Source: an optimization exercise on an open RTL-to-GDS flow (aim: small area). Production flows keep margins and buffers that such runs may drop. At most, simulation tests tie the RTL to the original design; equivalence was not proved.

// fft_peak_detect
module fft_peak_detect
#(
  parameter int DATA_W = fft_peak_detect_pkg::FPD_DATA_W,
  parameter int FFT_N  = 1024,
  parameter int IDX_W  = fft_peak_detect_pkg::FPD_IDX_W
) (
  input  logic                sys_clk,
  input  logic                sys_rst,
  input  logic [DATA_W-1:0]   s_re,
  input  logic [DATA_W-1:0]   s_im,
  input  logic                s_valid,
  input  logic                s_last,
  output logic                s_ready,
  output logic [IDX_W-1:0]    peak_idx,
  output logic [2*DATA_W-1:0] peak_pow,
  output logic                peak_valid,
  output logic                frame_err,
  output logic                busy
);
  localparam int PW = 2 * DATA_W;
  logic             en_q, post_q, bad_q;
  logic [IDX_W-1:0] cnt_q, run_idx_q, peak_idx_q;
  logic [PW-1:0]    run_pow_q, peak_pow_q;
  logic             w_accept, w_at_end, w_last, w_elig, w_first, w_hit, w_load;
  logic [PW-1:0]    w_pow;
  logic             w_gt;
  assign w_accept = s_valid & s_ready;
  assign w_at_end = &cnt_q;
  assign w_last   = w_accept & (s_last | w_at_end);
  assign w_elig   = ~cnt_q[IDX_W-1] & (|cnt_q);
  assign w_first  = (cnt_q == IDX_W'(1));
  fft_mag2_pipe #(.DATA_W(DATA_W)) u_mag2 (
  ...
For scale: ~82 I/O pins, roughly 11,000 µm² of cells after synthesis.
==> flow/config.mk <==
export PLATFORM = sky130hd
export DESIGN_NAME = fft_peak_detect
export DESIGN_NICKNAME = fft_peak_detect
export VERILOG_FILES = /design/flow/design.v
export SDC_FILE = /design/flow/constraint.sdc
export NUM_CORES = 4
export LEC_CHECK = 0
export CAP_MARGIN = 0
export CORE_MARGIN = 2
export CORE_UTILIZATION = 65
export CTS_BUF_LIST = sky130_fd_sc_hd__clkbuf_8
export CTS_CLUSTER_SIZE = 10
export GPL_TIMING_DRIVEN = 0
export SLEW_MARGIN = 0
==> flow/constraint.sdc <==
create_clock -name core_clock -period 10.0 [get_ports {sys_clk}]
set_input_delay 2.0000 -clock core_clock [delete_from_list [all_inputs] [get_ports {sys_clk}]]
set_output_delay 2.0000 -clock core_clock [all_outputs]
set_load 0.01 [all_outputs]
standard.sh (not shown) runs the stock make flow with config.mk's settings and CLKGATE_MAP_FILE= SYNTH_SCRIPT=/design/flow/synth_recipe.tcl, a recipe that flattens the netlist after the stock synthesis.
==> flow/flow/run.sh <==
#!/bin/bash
# Standard synthesis, then a netlist clean-up (flow/faflip.py: full adders
# flipped to cancel inverters, single-load inverters folded into their
# driver), then the standard layout from floorplan on, with plain buf_1
# port buffers.
set -euo pipefail
RES=orfs/results/sky130hd/fft_peak_detect/base
bash standard.sh synth > synth.log 2>&1
cp $RES/1_2_yosys.v yosys_std.v
python3 flow/faflip.py yosys_std.v $RES/1_2_yosys.v > faflip.log 2>&1
rm -f $RES/1_synth.odb
export PRE_GLOBAL_PLACE_TCL="$PWD/flow/ports.tcl"
bash standard.sh > layout.log 2>&1
Other scripts of this flow, unchanged in this note and not shown: flow/flow/faflip.py, flow/flow/ports.tcl
Rerun with:
--- a/flow/config.mk
+++ b/flow/config.mk
@@ -10 +10 @@
-export CORE_UTILIZATION = 65
+export CORE_UTILIZATION = 80
@@ -12,2 +11,0 @@
-export CTS_CLUSTER_SIZE = 10
-export GPL_TIMING_DRIVEN = 0
What happened: Design area barely changes; synthesized cell count is unchanged; final cell count came out lower by 2.1%; routed wire length goes up by 17%; fmax grows by 0.57%; sequential cell count does not change; global-route usage climbs by 14 points; area after synthesis stays the same; register-to-register slack gets worse by 0.13 ns.
Rerun with:
--- a/flow/config.mk
+++ b/flow/config.mk
@@ -10 +10 @@
-export CORE_UTILIZATION = 80
+export CORE_UTILIZATION = 65
Result: Worst setup slack gains 0.19 ns; final area stays flat; final cell count goes up by 3.5%; hold slack loses 0.019 ns; via count goes down by 11%; die area goes up by 22%; clock skew goes down by 0.0051 ns.
No run of this note included a check of the RTL's function; only the layout flow was run.

========
fft_peak_detect, a different RTL version from the one above (not shown whole).
Size: roughly 960 cells after synthesis, roughly 82 I/O pins.
## fft_peak_detect
module fft_peak_detect
#(
  parameter int DATA_W = fft_peak_detect_pkg::FPD_DATA_W,
  parameter int FFT_N  = 1024,
  parameter int IDX_W  = fft_peak_detect_pkg::FPD_IDX_W
) (
  input  logic                sys_clk,
  input  logic                sys_rst,
  input  logic [DATA_W-1:0]   s_re,
  input  logic [DATA_W-1:0]   s_im,
  input  logic                s_valid,
  input  logic                s_last,
  output logic                s_ready,
  output logic [IDX_W-1:0]    peak_idx,
  output logic [2*DATA_W-1:0] peak_pow,
  output logic                peak_valid,
  output logic                frame_err,
  output logic                busy
);
clock: 10.0 ns
lec_check: 0
cap_margin: 0
core_margin: 2
core_utilization: 80
cts_buf_list: sky130_fd_sc_hd__clkbuf_8
gpl_timing_driven: 0
slew_margin: 0
==> flow/flow/run.sh <==
#!/bin/bash
set -euo pipefail
RES=orfs/results/sky130hd/fft_peak_detect/base
bash standard.sh synth > synth.log 2>&1
cp $RES/1_2_yosys.v yosys_std.v
python3 flow/faflip.py yosys_std.v $RES/1_2_yosys.v > faflip.log 2>&1
rm -f $RES/1_synth.odb
export PRE_GLOBAL_PLACE_TCL="$PWD/flow/ports.tcl"
export CTS_ARGS="-sink_clustering_enable -repair_clock_nets -buf_list sky130_fd_sc_hd__clkbuf_8 -dont_use_dummy_load"
bash standard.sh > layout.log 2>&1
Other scripts of this flow, unchanged in this note and not shown: flow/flow/faflip.py, flow/flow/ports.tcl
Edit:
--- a/flow/flow/run.sh
+++ b/flow/flow/run.sh
@@ -3,0 +4 @@
+LIB=$FLOW_HOME/platforms/sky130hd/lib/sky130_fd_sc_hd__tt_025C_1v80.lib
@@ -6 +7,4 @@
-python3 flow/faflip.py yosys_std.v $RES/1_2_yosys.v > faflip.log 2>&1
+python3 flow/faflip.py yosys_std.v netlist_1.v > faflip_1.log 2>&1
+yosys -l cell_models.log -q -p "read_liberty -ignore_miss_func $LIB; write_verilog -noattr cell_models.v"
+bash flow/remap.sh netlist_1.v netlist_2.v cell_models.v > remap.log 2>&1
+python3 flow/faflip.py netlist_2.v $RES/1_2_yosys.v > faflip_2.log 2>&1
==> flow/flow/remap.sh (new file) <==
#!/bin/bash
# remap.sh IN.v OUT.v MODELS.v : re-map the glue logic of a mapped netlist with
# ABC (the flow's speed script). Full and half adders, flip-flops, tie cells and
# buffers stay as they are; every other cell is read as its liberty function
# (MODELS.v) and mapped again. Registers keep their instances and names.
set -euo pipefail
L=$FLOW_HOME/platforms/sky130hd/lib/sky130_fd_sc_hd__tt_025C_1v80.lib
S=$FLOW_HOME/scripts/abc_speed.script
yosys -l remap_yosys.log -q -p "read_liberty -lib $L; read_verilog $1; hierarchy -top fft_peak_detect;
techmap -map $3 t:sky130_fd_sc_hd__* t:*fa_1 t:*ha_1 t:*dfrtp_1 t:*edfxtp_1 t:*dfxtp_1 t:*conb_1 t:*buf_* %u %u %u %u %u %u %d;
techmap; opt -fast;
abc -script $S -liberty $L -dont_use *lpflow* -dont_use *probe* -D 10000;
opt_clean -purge; write_verilog -noattr -noexpr $2"
- CORE_UTILIZATION: 80 -> 84
Result: This time the run finished but fails on negative setup slack; global-route usage rose by 15 points; non-clock buffer count rises by 3; die area falls by 6.1%; hold slack got worse by 10 ps; fmax goes down by 4.7%; critical path depth went up by 1.
Edit:
==> flow/flow/run.sh (replaced) <==
#!/bin/bash
set -euo pipefail
RES=orfs/results/sky130hd/fft_peak_detect/base
bash standard.sh synth > synth.log 2>&1
cp $RES/1_2_yosys.v yosys_std.v
python3 flow/faflip.py yosys_std.v $RES/1_2_yosys.v > faflip.log 2>&1
rm -f $RES/1_synth.odb
export PRE_GLOBAL_PLACE_TCL="$PWD/flow/ports.tcl"
export CTS_ARGS="-sink_clustering_enable -repair_clock_nets -buf_list sky130_fd_sc_hd__clkbuf_8 -dont_use_dummy_load"
bash standard.sh > layout.log 2>&1
removed: flow/flow/remap.sh
=> This time the run went through all stages and came out clean; routed wire length went down by 25%; core utilization falls by 3.7 points; global-route usage came out lower by 10 points; setup slack improved by 590 ps; synthesized area came out higher by 1.7%; cell count is higher by 1.9%; cell area falls by 0.65%; clock skew falls by 8.7 ps; die area increases by 1.6%.

========
Another version of the RTL of fft_peak_detect (not shown whole).
For scale: ~1,200 cells after synthesis, about 82 I/O pins, about 12,000 µm² of cells after synthesis.
==> flow/config.mk <==
export PLATFORM = sky130hd
export DESIGN_NAME = fft_peak_detect
export DESIGN_NICKNAME = fft_peak_detect
export VERILOG_FILES = /design/flow/design.v
export SDC_FILE = /design/flow/constraint.sdc
export NUM_CORES = 4
export LEC_CHECK = 0
export CAP_MARGIN = 0
export CORE_MARGIN = 2
export CORE_UTILIZATION = 65
export CTS_BUF_LIST = sky130_fd_sc_hd__clkbuf_8
export SLEW_MARGIN = 0
==> flow/constraint.sdc <==
create_clock -name core_clock -period 10.0 [get_ports {sys_clk}]
set_input_delay 2.0000 -clock core_clock [delete_from_list [all_inputs] [get_ports {sys_clk}]]
set_output_delay 2.0000 -clock core_clock [all_outputs]
set_load 0.01 [all_outputs]
==> flow/flow/run.sh <==
#!/bin/bash
# Standard synthesis, then a netlist clean-up (flow/faflip.py: full adders
# flipped to cancel inverters, single-load inverters folded into their
# driver), then the standard layout from floorplan on, with plain buf_1
# port buffers.
set -euo pipefail
RES=orfs/results/sky130hd/fft_peak_detect/base
bash standard.sh synth > synth.log 2>&1
cp $RES/1_2_yosys.v yosys_std.v
python3 flow/faflip.py yosys_std.v $RES/1_2_yosys.v > faflip.log 2>&1
rm -f $RES/1_synth.odb
export BUFFER_PORTS_ARGS="-buffer_cell sky130_fd_sc_hd__buf_1"
bash standard.sh > layout.log 2>&1
Other scripts of this flow, unchanged in this note and not shown: flow/flow/faflip.py
==> next run, changes <==
- CTS_BUF_LIST: sky130_fd_sc_hd__clkbuf_8 -> sky130_fd_sc_hd__clkbuf_16
- CTS_CLUSTER_DIAMETER: not set -> 150
- CTS_CLUSTER_SIZE: not set -> 40
Result: Final cell count does not change; via count rose slightly; cell area increases slightly; core utilization increases by 0.48 points; maximum frequency falls slightly; routed wire length rises slightly; worst setup slack loses 0.046 ns; non-clock buffer count is unchanged; synthesized cell count does not change.
No run of this note included a check of the RTL's function; only the layout flow was run.

========
fft_peak_detect again, from the RTL that the note above started with.
clock: 10.0 ns
lec_check: 0
cap_margin: 20
core_margin: 2
core_utilization: 40
slew_margin: 20
==> flow/flow/faflip.py <==
#!/usr/bin/env python3
"""Netlist clean-up after synthesis: flips full adders (FA is self-dual,
FA(~a,~b,~c) = ~FA(a,b,c)) to cancel inverters around them, then folds
single-load inverters into the gate that drives them.

usage: faflip.py IN.v OUT.v
"""
import re, sys

PRE = 'sky130_fd_sc_hd__'
src = open(sys.argv[1]).read()

m = re.search(r'^module\s+(\w+)\s*\((.*?)\);', src, re.S | re.M)
ports = set(p.strip() for p in m.group(2).split(','))
inst_re = re.compile(r'^(\s*)(' + PRE + r'\w+)\s+(\S+)\s*\((.*?)\);\n', re.S | re.M)
pin_re = re.compile(r'\.(\w+)\(([^()]*)\)')

cells = {}   # name -> [type, {pin: net}]
order = []
first = None
for mm in inst_re.finditer(src):
    if first is None:
        first = mm.start()
    t, n, body = mm.group(2), mm.group(3), mm.group(4)
    pins = {p: v.strip() for p, v in pin_re.findall(body)}
    cells[n] = [t[len(PRE):], pins]
    order.append(n)
last = list(inst_re.finditer(src))[-1].end()
head, tail = src[:first], src[last:]
assert 'assign' not in tail and 'assign' not in head, 'assign statements not handled'

OUT = {'X', 'Y', 'Q', 'Q_N', 'SUM', 'COUT', 'HI', 'LO'}


def is_port_net(net):
    return net.split('[')[0].strip() in ports


def build():
    drv, loads = {}, {}
    for n, (t, pins) in cells.items():
        for p, v in pins.items():
            if p in OUT:
                drv[v] = (n, p)
            else:
                loads.setdefault(v, []).append((n, p))
    return drv, loads


cnt = [0]
newnets = []


def newnet():
    cnt[0] += 1
    nn = '_ff%d_' % cnt[0]
    newnets.append(nn)
    return nn


def new_inv(a, y):
    cnt[0] += 1
    nm = '_ffi%d_' % cnt[0]
    cells[nm] = ['inv_1', {'A': a, 'Y': y}]
    return nm


def is_inv(n):
    return n in cells and cells[n][0] in ('inv_1', 'clkinv_1')


def cleanup():
    """Remove inverters without loads, and bypass inverter pairs."""
    changed = True
    while changed:
        changed = False
        drv, loads = build()
        for n in list(cells):
            if n not in cells or not is_inv(n):
                continue
            y = cells[n][1]['Y']
            if not loads.get(y) and not is_port_net(y):
                del cells[n]
                changed = True
                continue
            a = cells[n][1]['A']
            d = drv.get(a)
            # inv -> inv: loads of the second may use the first's input.
            if d and is_inv(d[0]) and not is_port_net(y):
                orig = cells[d[0]][1]['A']
                for (ln, lp) in loads.get(y, []):
                    cells[ln][1][lp] = orig
                del cells[n]
                changed = True
                drv, loads = build()


def ninv():
    return sum(1 for n in cells if is_inv(n))


def flip(f):
    drv, loads = build()
    t, pins = cells[f]
    for p in ('A', 'B', 'CIN'):
        v = pins[p]
        d = drv.get(v)
        if d and is_inv(d[0]):
            pins[p] = cells[d[0]][1]['A']
        else:
            # reuse an inverter of this net if there is one
            inv = [ln for (ln, lp) in loads.get(v, []) if is_inv(ln)]
            if inv:
                pins[p] = cells[inv[0]][1]['Y']
            else:
                nn = newnet()
                new_inv(v, nn)
                pins[p] = nn
    for p in ('SUM', 'COUT'):
        o = pins[p]
        on = newnet()
        pins[p] = on
        rest = []
        for (ln, lp) in loads.get(o, []):
            if is_inv(ln) and not is_port_net(cells[ln][1]['Y']):
                y = cells[ln][1]['Y']
                _, l2 = drv, loads
                for (mn, mp) in loads.get(y, []):
                    cells[mn][1][mp] = on
                del cells[ln]
            else:
                rest.append((ln, lp))
        if rest or is_port_net(o):
            new_inv(on, o)


import copy
cleanup()
base = ninv()
print('inverters at start:', base, file=sys.stderr)
improved = True
while improved:
    improved = False
    for f in [n for n in list(cells) if cells.get(n, [''])[0] == 'fa_1']:
        save = copy.deepcopy(cells)
        flip(f)
        cleanup()
        k = ninv()
        if k < base:
            base = k
            improved = True
        else:
            cells.clear()
            cells.update(save)
print('inverters after flips:', base, file=sys.stderr)

# Fold a single-load inverter into the simple gate that drives it.
COMP = {'and2_1': 'nand2_1', 'nand2_1': 'and2_1', 'or2_1': 'nor2_1', 'nor2_1': 'or2_1',
        'xor2_1': 'xnor2_1', 'xnor2_1': 'xor2_1', 'and3_1': 'nand3_1', 'nand3_1': 'and3_1',
        'or3_1': 'nor3_1', 'nor3_1': 'or3_1', 'and4_1': 'nand4_1', 'nand4_1': 'and4_1',
        'or4_1': 'nor4_1', 'nor4_1': 'or4_1', 'inv_1': None}
folded = 0
drv, loads = build()
for n in list(cells):
    if n not in cells or not is_inv(n):
        continue
    a = cells[n][1]['A']
    d = drv.get(a)
    if not d or d[0] not in cells or is_port_net(a) or len(loads.get(a, [])) != 1:
        continue
    g = cells[d[0]]
    if g[0] not in COMP or COMP[g[0]] is None:
        continue
    outp = 'Y' if 'Y' in g[1] else 'X'
    newt = COMP[g[0]]
    newout = 'Y' if newt.startswith('n') or newt.startswith('xn') else 'X'
    if newt.startswith('xnor'):
        newout = 'Y'
    if newt.startswith('xor'):
        newout = 'X'
    y = cells[n][1]['Y']
    del g[1][outp]
    g[1][newout] = y
    g[0] = newt
    del cells[n]
    folded += 1
    drv, loads = build()
print('folded into gates:', folded, 'inverters left:', ninv(), file=sys.stderr)

# Write out.
used = set()
for t, pins in cells.values():
    used.update(pins.values())
decl = ''.join('  wire %s;\n' % w for w in newnets if w in used)
body = []
for n in order + [k for k in cells if k not in order]:
    if n not in cells:
        continue
    t, pins = cells[n]
    body.append('  %s%s %s (\n%s\n  );\n' % (PRE, t, n, ',\n'.join('    .%s(%s%s)' % (p, v, ' ' if v.startswith('\\') else '') for p, v in pins.items())))
open(sys.argv[2], 'w').write(head.rstrip(' ') + decl + ''.join(body) + tail)
Scripts as last shown in full above: flow/flow/run.sh
==> next run, changes <==
--- a/flow/flow/faflip.py
+++ b/flow/flow/faflip.py
@@ -199,3 +199,3 @@
     t, pins = cells[n]
-    body.append('  %s%s %s (\n%s\n  );\n' % (PRE, t, n, ',\n'.join('    .%s(%s%s)' % (p, v, ' ' if v.startswith('\\') else '') for p, v in pins.items())))
+    body.append('  %s%s %s (\n%s\n  );\n' % (PRE, t, n, ',\n'.join('    .%s(%s)' % (p, v) for p, v in pins.items())))
 open(sys.argv[2], 'w').write(head.rstrip(' ') + decl + ''.join(body) + tail)
The changed run aborted during 1_synth.
No run of this note included a check of the RTL's function; only the layout flow was run.

static timing again, ports no longer ideal:
In the flow no input, the clock included, has a driving cell. The finished layouts below were timed again as built, in two steps.
Step 1 sets driving cells, clkbuf_16 on the clock port and buf_2 on the other inputs (assumed; they add their load-dependent delay and slew).
Step 2 also shifts input and output timing later by t, the mid clock arrival at the registers, as if the neighbouring blocks saw the same clock.
a / b / c = ideal / step 1 / step 2; a / b = the first two.
run | t (ns) | setup slack, ns | slew at the worst register clock pin (ns)
the first run of note 1 | 0.396 | 0.239 / 0.243 / -0.153 | 0.10 / 0.10
the second run of note 1 | 0.410 | 0.294 / 0.306 / -0.104 | 0.10 / 0.10
the third run of note 1 | 0.401 | 0.481 / 0.492 / 0.091 | 0.10 / 0.10
the first run of note 2 | 0.390 | 0.335 / 0.347 / -0.042 | 0.09 / 0.09
the second run of note 2 | 0.410 | -0.141 / -0.147 / -0.557 | 0.11 / 0.11
the third run of note 2 | 0.384 | 0.453 / 0.461 / 0.077 | 0.09 / 0.09
the first run of note 3 | 0.398 | 0.761 / 0.770 / 0.373 | 0.09 / 0.09
the second run of note 3 | 0.380 | 0.716 / 0.732 / 0.353 | 0.07 / 0.07
the first run of note 4 | 0.373 | 0.538 / 0.553 / 0.179 | 0.07 / 0.07
With both steps, setup timing fails in the first run of note 1, the second run of note 1 and the first run of note 2, where it was met with ideal ports. For the second run of note 2, which loses most, drivers alone change the setup slack by -0.006 ns; drivers and shift together by -0.416 ns.
